Background: an optimization exercise with open tools, aiming at small area. Do not read the settings as production practice. In this exercise RTL edits were held to simulation tests only and were not proved equivalent to the original. Power and IR drop assume default switching activity.

File: flow/config.mk
export PLATFORM = sky130hd
export DESIGN_NAME = regfile_multiport
export DESIGN_NICKNAME = regfile_multiport
export VERILOG_FILES = /design/flow/design.v
export SDC_FILE = /design/flow/constraint.sdc
export NUM_CORES = 4
export LEC_CHECK = 0
export CAP_MARGIN = 10
export CORE_MARGIN = 2
export CORE_UTILIZATION = 40
export SETUP_SLACK_MARGIN = 0.3
export SLEW_MARGIN = 10
File: flow/constraint.sdc
create_clock -name core_clock -period 5.0 [get_ports {clk}]
set_input_delay 1.0000 -clock core_clock [delete_from_list [all_inputs] [get_ports {clk}]]
set_output_delay 1.0000 -clock core_clock [all_outputs]
set_load 0.01 [all_outputs]
File: flow/design.v
module regfile_multiport #(
  parameter int DATA_W   = 32,
  parameter int ADDR_W   = 5,
  parameter int NUM_RD   = 2,
  parameter int NUM_WR   = 2,
  parameter int ZERO_REG = 1
) (
  input  logic                     clk,
  input  logic                     rst,
  input  logic [NUM_RD*ADDR_W-1:0] rd_addr,
  output logic [NUM_RD*DATA_W-1:0] rd_data,
  input  logic [NUM_WR-1:0]        wr_en,
  input  logic [NUM_WR*ADDR_W-1:0] wr_addr,
  input  logic [NUM_WR*DATA_W-1:0] wr_data,
  output logic                     ready,
  output logic                     wr_conflict
);
  localparam int DEPTH = 1 << ADDR_W;
  localparam int FIRST = (ZERO_REG != 0) ? 1 : 0;
  logic [ADDR_W-1:0] cnt;
  logic              ready_q;
  logic              live;
  logic              ph;
  logic [ADDR_W-1:0] ra [NUM_RD];
  logic [ADDR_W-1:0] wa [NUM_WR];
  logic [DATA_W-1:0] wdx [NUM_WR];
  logic [NUM_WR-1:0] sel [DEPTH];
  logic              hold [DEPTH];
  logic [DATA_W-1:0] q [DEPTH];
  logic [ADDR_W-1:0] ra_q [NUM_RD];
  logic              rv_q;
  assign live  = ready_q & ~rst;
  assign ready = ready_q;
  for (genvar p = 0; p < NUM_RD; p++) begin : g_rd_unpack
    assign ra[p] = rd_addr[p*ADDR_W +: ADDR_W];
  end
  for (genvar w = 0; w < NUM_WR; w++) begin : g_wr_unpack
    assign wa[w]  = wr_addr[w*ADDR_W +: ADDR_W];
    assign wdx[w] = wr_data[w*DATA_W +: DATA_W] ^ {DATA_W{ph}};
  end
  always_ff @(posedge clk) begin
    if (rst) begin
      cnt     <= '0;
      ready_q <= 1'b0;
    end else if (!ready_q) begin
      cnt <= cnt + 1'b1;
      if (cnt == ADDR_W'(DEPTH - 1)) ready_q <= 1'b1;
    end
  end
  always_ff @(posedge clk) begin
    ph <= live ? ~ph : 1'b1;
  end
  logic conflict_nxt;
  always_comb begin
    conflict_nxt = 1'b0;
    for (int i = 0; i < NUM_WR; i++)
      for (int j = i + 1; j < NUM_WR; j++)
        if (wr_en[i] && wr_en[j] && (wa[i] == wa[j])) conflict_nxt = 1'b1;
  end
  always_ff @(posedge clk) begin
    wr_conflict <= live & conflict_nxt;
  end
  always_comb begin
    for (int i = 0; i < DEPTH; i++) begin
      logic taken;
      taken = 1'b0;
      for (int w = NUM_WR - 1; w >= 0; w--) begin
        sel[i][w] = live && wr_en[w] && (wa[w] == ADDR_W'(i)) && !taken && (i >= FIRST);
        taken     = taken | sel[i][w];
      end
      hold[i] = live && !taken;
    end
  end
  for (genvar i = FIRST; i < DEPTH; i++) begin : g_ent
    logic [DATA_W-1:0] nxt;
    always_comb begin
      nxt = {DATA_W{hold[i]}} & q[i];
      for (int w = 0; w < NUM_WR; w++) begin
        nxt = nxt | ({DATA_W{sel[i][w]}} & wdx[w]);
      end
    end
    always_ff @(posedge clk) begin
      q[i] <= ~nxt;
    end
  end
  always_ff @(posedge clk) begin
    rv_q <= live;
    for (int p = 0; p < NUM_RD; p++) ra_q[p] <= ra[p];
  end
  for (genvar p = 0; p < NUM_RD; p++) begin : g_rd
    logic [DATA_W-1:0] acc;
    logic              hit;
    always_comb begin
      acc = '0;
      hit = 1'b0;
      for (int i = FIRST; i < DEPTH; i++) begin
        acc = acc | ({DATA_W{rv_q && (ra_q[p] == ADDR_W'(i))}} & q[i]);
        hit = hit | (rv_q && (ra_q[p] == ADDR_W'(i)));
      end
    end
    assign rd_data[p*DATA_W +: DATA_W] = acc ^ {DATA_W{hit & ph}};
  end
endmodule
File: flow/flow/run.sh
#!/bin/bash
# Standard ORFS layout (the standard.sh, standard synthesis unchanged) with these
# changes passed as make variables:
#  - port buffers use sky130_fd_sc_hd__buf_1 instead of the default pick
#  - global routing keeps more of met1/met2 free (flow/fastroute.tcl)
# Full make/tool output goes to run.log in the work folder; ORFS's per-step logs stay
# under orfs/logs.
set -euo pipefail
bash standard.sh \
  "BUFFER_PORTS_ARGS=-buffer_cell sky130_fd_sc_hd__buf_1" \
  "FASTROUTE_TCL=$PWD/flow/fastroute.tcl" \
  finish > run.log 2>&1
File: flow/flow/fastroute.tcl
# Global routing layer setup: as the platform's fastroute.tcl, but with less of met1
# and met2 given to global routing so more of those layers stays free for pin access.
set_global_routing_layer_adjustment met1 0.5
set_global_routing_layer_adjustment met2 0.35
set_global_routing_layer_adjustment met3 0.2
set_global_routing_layer_adjustment met4 0.2
set_global_routing_layer_adjustment met5 0.2

set_routing_layers -clock $::env(MIN_CLK_ROUTING_LAYER)-$::env(MAX_ROUTING_LAYER)
set_routing_layers -signal $::env(MIN_ROUTING_LAYER)-$::env(MAX_ROUTING_LAYER)
File: flow/standard.sh
#!/bin/bash
# synth_recipe.tcl (not shown) runs the flow's synth.tcl, then flattens the netlist and writes it again
# the make line also repeats each setting of config.mk as NAME=value (left out here)
make -C /OpenROAD-flow-scripts/flow DESIGN_CONFIG=/design/flow/config.mk WORK_HOME=/design/flow/orfs CLKGATE_MAP_FILE= SYNTH_SCRIPT=/design/flow/synth_recipe.tcl "${@:-finish}"
==> flow_metrics.py <==
metrics = {
    "synth": {
        "synth_mux_area_frac": 0.0198,
        "synth-seq-cells": 1011,
        "yosysWarnings": 8,
        "synthCells": 7946,
        "synth_top_family_by_area": "compound AO/OA/AOI/OAI gates",
        "netlist_area_um2": 57000,
        "async_reset_ff_frac": 0,
        "synth_ff_type": "dfxtp_1",
        "syn_avg_cell_area_um2": 7.17,
        "synth_top_area_frac": 0.355,
        "synth_edf_count": 0,
        "yosysSeqAreaShare": 0.355,
        "synth_xor_area_frac": 0.0209,
        "yosys-top-cells-area": "dfxtp_1, o21ai_0, a21oi_1",
        "synth_compound_area_frac": 0.316,
        "synth_simple_gate_area_share": 0.218,
        "synth_adder_area_share": 0.000439,
        "yosys.area.top_type": "dfxtp_1",
        "syn_nets": 8036,
        "synth_cell_types": 55,
    },
    "floorplanning": {
        "start_util": 0.403,
        "row_count": 138,
        "die_w_um": 381,
        "fp.dieH_um": 381,
        "fp.dieArea_um2": 145000,
        "ios": 154,
        "coreArea_um2": 141000,
    },
    "critical_path": {
        "crit_chain": "and4bb_2 > buf_6 > and2_4 > buf_6 > a22oi_1 > nand3_1 > nor4_4 > xor2_2 > buf_4 > buf_1",
        "critPathMaxStageDelay_ps": 590,
        "slowest_stage": "nor4_4",
        "required_ps": 4000,
        "cpMostUsedCell": "buf_6",
        "path_max_fanout": 14,
        "critical_path_arrival_ps": 3850,
        "critPathKind": "reg -> out",
        "start_kind": "flip-flop",
        "endpoint_kind": "primary output",
    },
    "sta": {
        "period_share": 0.970,
        "finClkSkew_ps": 22.9,
        "setup_viol": 0,
        "clock.fmax_ghz": 0.206,
        "rsz0062_at_grt": "true",
        "slew_viol_final": 0,
        "hold_ws_ps": 326,
        "max_slew.worst_pin.slew_ps": 1390,
        "hold_viol_final": 0,
        "finalSetupTns_ps": 0,
        "relSlewSlack": 0.0709,
        "period_needed_ps": 4850,
        "setup_slack_ps": 150,
    },
    "layout": {
        "fillers": 13932,
        "design_area_um2": 65900,
        "final_common_cell": "o21ai_0",
        "regArea_um2": 20300,
        "nets": 7740,
        "final_cell_mix": "o21ai_0, a21oi_1, dfxtp_1",
        "fin_util": 0.466,
        "layout-drive-gt1-share": 0.124,
        "multiInputGateArea_um2": 34400,
        "syn2layout_area_growth_pct": 15.8,
    },
    "power_and_ir_drop": {
        "leakage_nw": 22.7,
        "power_density_nw_per_um2": 278,
        "vdd_drop_max_mv": 0.263,
    },
    "grt": {
        "grt_util_all_layers": 0.602,
        "antenna_found_initial": 36,
        "grt_pass1_wl_um": 503000,
        "grt_max_degree": 193,
        "grt.overflow.total": 0,
        "grt_pass1_vias": 64353,
    },
    "detailed_routing": {
        "drtAntennaViolNets": 0,
        "vias": 66471,
        "routed_wl_um": 371000,
        "drt-initial-drc-count": 6524,
        "vias_per_cell": 6.87,
        "wl_per_cell_um": 38.3,
        "first_pass_iters": 8,
        "drc": 0,
    },
    "run_status": {
        "status": "complete, no violations",
    },
    "clock_network": {
        "clk_latency_ps": 780,
        "clk_pin_slew_ps": 60,
        "h-tree-depth": 3,
        "root_buffer": "clkbuf_16",
        "cts_tree": "yes",
        "cts_buffers": 117,
        "clk_path_buf_depth": 3,
        "cts_sinks": 1011,
    },
    "placed_design": {
        "dpl_cell_area_um2": 60700,
        "dpl_worst_slack_ps": 123,
        "gp_congestion": 1.08,
        "hpwl_um": 224000,
        "portBuffers": 153,
    },
    "flow_run": {
        "maxCapViolations": 0,
    },
    "worst_hold_path": {
        "hp-class": "in -> reg",
    },
}
-- worst max-delay path: cells and delay by family, from the launching register on --
kind	cells	cell delay [ps]
compound gates	1	250
xor+xnor	1	350
buf+inv	4	750
flops	1	450
simple gates	4	1260
-- worst paths after layout --
kind	startpoint	to	slack, ps	cells past startpoint
setup / recovery	ra_q[0][2]$_DFF_P_	rd_data[18]	150	10
hold / removal	rd_addr[7]	ra_q[1][2]$_DFF_P_	330	1
setup reg to reg	ph$_SDFF_PN1_	q[2][16]$_DFF_P_	1710	6
hold reg to reg	cnt[4]$_SDFFE_PP0N_	cnt[4]$_SDFFE_PP0N_	510	2
-- registers in the layout, indices dropped and copies added, names as in the netlist --
| signal | cells |
|---|---|
| ph | 1 |
| cnt | 5 |
| ra_q | 10 |
| q | 992 |
| ready_q | 1 |
| wr_conflict | 1 |
| rv_q | 1 |
-- kinds of logic after synthesis --
kind of cell | after synthesis
fa+ha+maj | 2
xor+xnor | 136
buf+inv | 995
simple gates | 2588
flops | 1011
mux | 106
compound gates | 3108
-- final cells by class --
cell class	count	share of cell area
multi-input cells	5940	0.521
flip-flops and latches	1011	0.308
repair buffers	579	0.0710
clock buffers	172	0.0526
well taps	1890	0.0359
clock inverters	49	0.0104
diodes	37	0.00140
inverters	1	0.000171
-- per-stage QoR --
step | instances | power [mW]
2_1_floorplan | 7946 | 8.59
4_1_cts | 9609 | 18.3
6_report | 9679 | 18.3
3_3_place_gp | 9365 | 8.95
3_5_place_dp | 9365 | 8.95
5_1_grt | 9658 | 18.6
-- layer usage --
layer  GRT usage  up-vias  part of all wire
met5       0.128        -            0.0060
met3       0.495     2169              0.20
met4       0.498       71              0.11
li1            -    28438                 -
met1       0.721    30114              0.33
met2       0.711     5679              0.35
-- repair_timing --
| item | in CTS | in global routing |
|---|---|---|
| resized for setup | 83 | 47 |
| pin swaps | 10 | 19 |
| hold endpoints to repair | 0 | 0 |
| cloned | 0 | 0 |
| hold buffers | 0 | 0 |
| buffers inserted | 23 | 33 |
| endpoints found under the setup margin | 64 | 41 |
-- report_power, final --
part | switching (mW) | internal (mW)
sequential | 0.0182 | 8.06
clock | 3.91 | 5.60
combinational | 0.590 | 0.167
total | 4.52 | 13.8
-- Yosys cell counts (all sizes together), types with 30 or more instances --
| master | number |
|---|---|
| xnor2 | 84 |
| a21oi | 1000 |
| mux2 | 52 |
| a32oi | 44 |
| a222oi | 35 |
| and3 | 147 |
| a22oi | 496 |
| nand2 | 788 |
| nand4 | 179 |
| dfxtp | 1011 |
| xor2 | 52 |
| a2111oi | 62 |
| a22o | 54 |
| nand3 | 955 |
| nor4 | 58 |
| mux2i | 54 |
| buf | 180 |
| and2 | 69 |
| o21ai | 1358 |
| nor2 | 325 |
| clkbuf | 814 |
| a221oi | 30 |

## separate check: timing with driven ports
The results above use ideal ports. As a check the final layout listed here was re-extracted and re-timed, cells and wires unchanged. Step 1 sets driving cells, clkbuf_16 on the clock port and buf_2 on the other inputs (assumed; they add their load-dependent delay and slew). Step 2 times the ports against the registers' clock, not the clock port: input delays grow and output delays shrink by t, the midpoint of the rising clock arrivals with the driver on. a / b / c = ideal ports / drivers / drivers and shift; a / b = the first two.
shift t [ns]: 0.865
setup WS [ns]: 0.150 / 0.059 / 0.924
clock arrival spread, ns: 0.026 / 0.026
worst slew at a driven data input, ns: 0.14
After both steps this run still meets setup and hold. The setup slack of this run moves by -0.091 ns with the drivers and by +0.774 ns with both steps.
